This is an optimization exercise on Yosys and OpenROAD, whose aim is small area, a short achievable clock period and few clock cycles per item, not a production implementation.
Only simulation tests tie the RTL to the original design; equivalence was not proved.

## seconds_to_calendar_time
module seconds_to_calendar_time (
  input  logic        clk_i,
  input  logic        rst_ni,
  input  logic        cfg_we_i,
  input  logic [15:0] cfg_data_i,
  input  logic        s_axis_tvalid,
  output logic        s_axis_tready,
  input  logic [47:0] s_axis_tdata,   
  output logic        m_axis_tvalid,
  input  logic        m_axis_tready,
  output logic [47:0] m_axis_tdata,   
  output logic [0:0]  m_axis_tuser    
);
  logic        leap_q;
  logic        en, leap_new;
  logic        cfg1_q, cfg2_q;
  logic        v1, v2;
  logic [46:0] x1, x1_q;
  logic [47:0] x2, x2_q;
  assign en            = !m_axis_tvalid || m_axis_tready;
  assign s_axis_tready = en && !cfg1_q && !cfg2_q;
  always_ff @(posedge clk_i or negedge rst_ni) begin
    if (!rst_ni) begin
      cfg1_q <= 1'b0;
      cfg2_q <= 1'b0;
    end else if (en) begin
      cfg1_q <= cfg_we_i;
      cfg2_q <= cfg1_q;
    end
  end
  s2ct_front u_front (
    .cfg_we_i   (cfg_we_i),
    .cfg_data_i (cfg_data_i),
    .cfg_run_i  (cfg1_q),
    .cfg_year_i (x1_q[42:27]),
    .secs_i     (s_axis_tdata[24:0]),
    .micro_i    (s_axis_tdata[44:25]),
    .x1_o       (x1)
  );
  s2ct_queue #(.W(27)) u_queue (
    .clk_i   (clk_i),
    .rst_ni  (rst_ni),
    .en_i    (en),
    .valid_i (s_axis_tvalid && s_axis_tready),
    .data_i  (x1[26:0]),
    .valid_o (v1),
    .data_o  (x1_q[26:0])
  );
  always_ff @(posedge clk_i) begin
    if (en && (!cfg1_q || cfg_we_i)) begin
      x1_q[46:27] <= x1[46:27];
    end
  end
  s2ct_mid u_mid (
    .x1_i   (x1_q),
    .leap_i (leap_q),
    .x2_o   (x2),
    .leap_o (leap_new)
  );
  always_ff @(posedge clk_i or negedge rst_ni) begin
    if (!rst_ni) begin
      leap_q <= 1'b1;
    end else if (cfg2_q) begin
      leap_q <= leap_new;
    end
  end
  s2ct_queue #(.W(48)) u_queue2 (
  ...
export LEC_CHECK = 0
export CAP_MARGIN = 20
export CORE_MARGIN = 2
export CORE_UTILIZATION = 55
export SLEW_MARGIN = 20
create_clock -name core_clock -period 8.0 [get_ports {clk_i}]
standard.sh (not shown) runs the stock make flow with config.mk's settings and CLKGATE_MAP_FILE= SYNTH_SCRIPT=/design/flow/synth_recipe.tcl, a recipe that flattens the netlist after the stock synthesis.
==> flow/flow/run.sh <==
#!/bin/bash
# Standard layout, with synthesis left to plain gates (no full/half adder
# cells, no Kogge-Stone carry map, ABC area script), plain buffers on the
# ports, and clock tree synthesis without dummy loads. Each tool's full
# output is in the ORFS logs under orfs/logs; make's own output is in
# make_finish.log.
set -euo pipefail
bash standard.sh \
  ADDER_MAP_FILE= \
  SYNTH_OPERATIONS_ARGS=-nofsm \
  ABC_AREA=1 \
  "BUFFER_PORTS_ARGS=-buffer_cell sky130_fd_sc_hd__buf_1" \
  "CTS_ARGS=-sink_clustering_enable -repair_clock_nets -dont_use_dummy_load -buf_list sky130_fd_sc_hd__clkbuf_8 -sink_clustering_size 10" \
  finish > make_finish.log 2>&1
Testbench counts at the start, summed over its fixed seeds: cycles 8,024, items 8,000.
Edit:
==> flow/flow/run.sh (replaced) <==
#!/bin/bash
# Standard layout, with synthesis left to plain gates (no full/half adder
# cells, no Kogge-Stone carry map, ABC area script) and plain buffers on the
# ports. Each tool's full output is in the ORFS logs under orfs/logs; make's
# own output is in make_finish.log.
set -euo pipefail
bash standard.sh \
  ADDER_MAP_FILE= \
  SYNTH_OPERATIONS_ARGS=-nofsm \
  ABC_AREA=1 \
  "BUFFER_PORTS_ARGS=-buffer_cell sky130_fd_sc_hd__buf_1" \
  finish > make_finish.log 2>&1
- CORE_UTILIZATION: 55 -> 40
Effect: The changed run passed the timing, DRC and antenna checks. Synthesized cell count stays the same. Wire length is higher by 3.8%. Setup slack loses 0.097 ns. Core utilization came out lower by 16 points. Via count stays flat. Sequential share of layout area shrinks by 1.2 points. Sequential cell count stays the same. Design area is higher by 3.4%.

-- static timing again, ports no longer ideal --
The flow's constraints put no driver on any port. The routed layouts listed below were extracted and timed again, unchanged, in two steps. Step 1 sets driving cells, clkbuf_16 on the clock port and buf_2 on the other inputs (assumed; they add their load-dependent delay and slew). Step 2 adds t to the input delays and takes it off the output delays; t is the mean of the earliest and latest rising clock arrival at the registers after step 1. Input paths then give back, and output paths get back, about the clock's delay inside the block. Slacks: ideal ports / drivers / drivers and shift; pairs: ideal ports / drivers.
| run | t, ns | slack for setup (ns) | hold WS [ns] |
|---|---|---|---|
| the first run | 0.403 | 2.843 / 2.858 / 2.455 | 0.426 / 0.426 / 0.426 |
| the second run | 0.398 | 2.746 / 2.769 / 2.372 | 0.421 / 0.421 / 0.421 |
After both steps setup and hold are still met in every run listed. The setup slack of the first run, which loses most, moves by +0.015 ns with the drivers and by -0.388 ns with both steps.
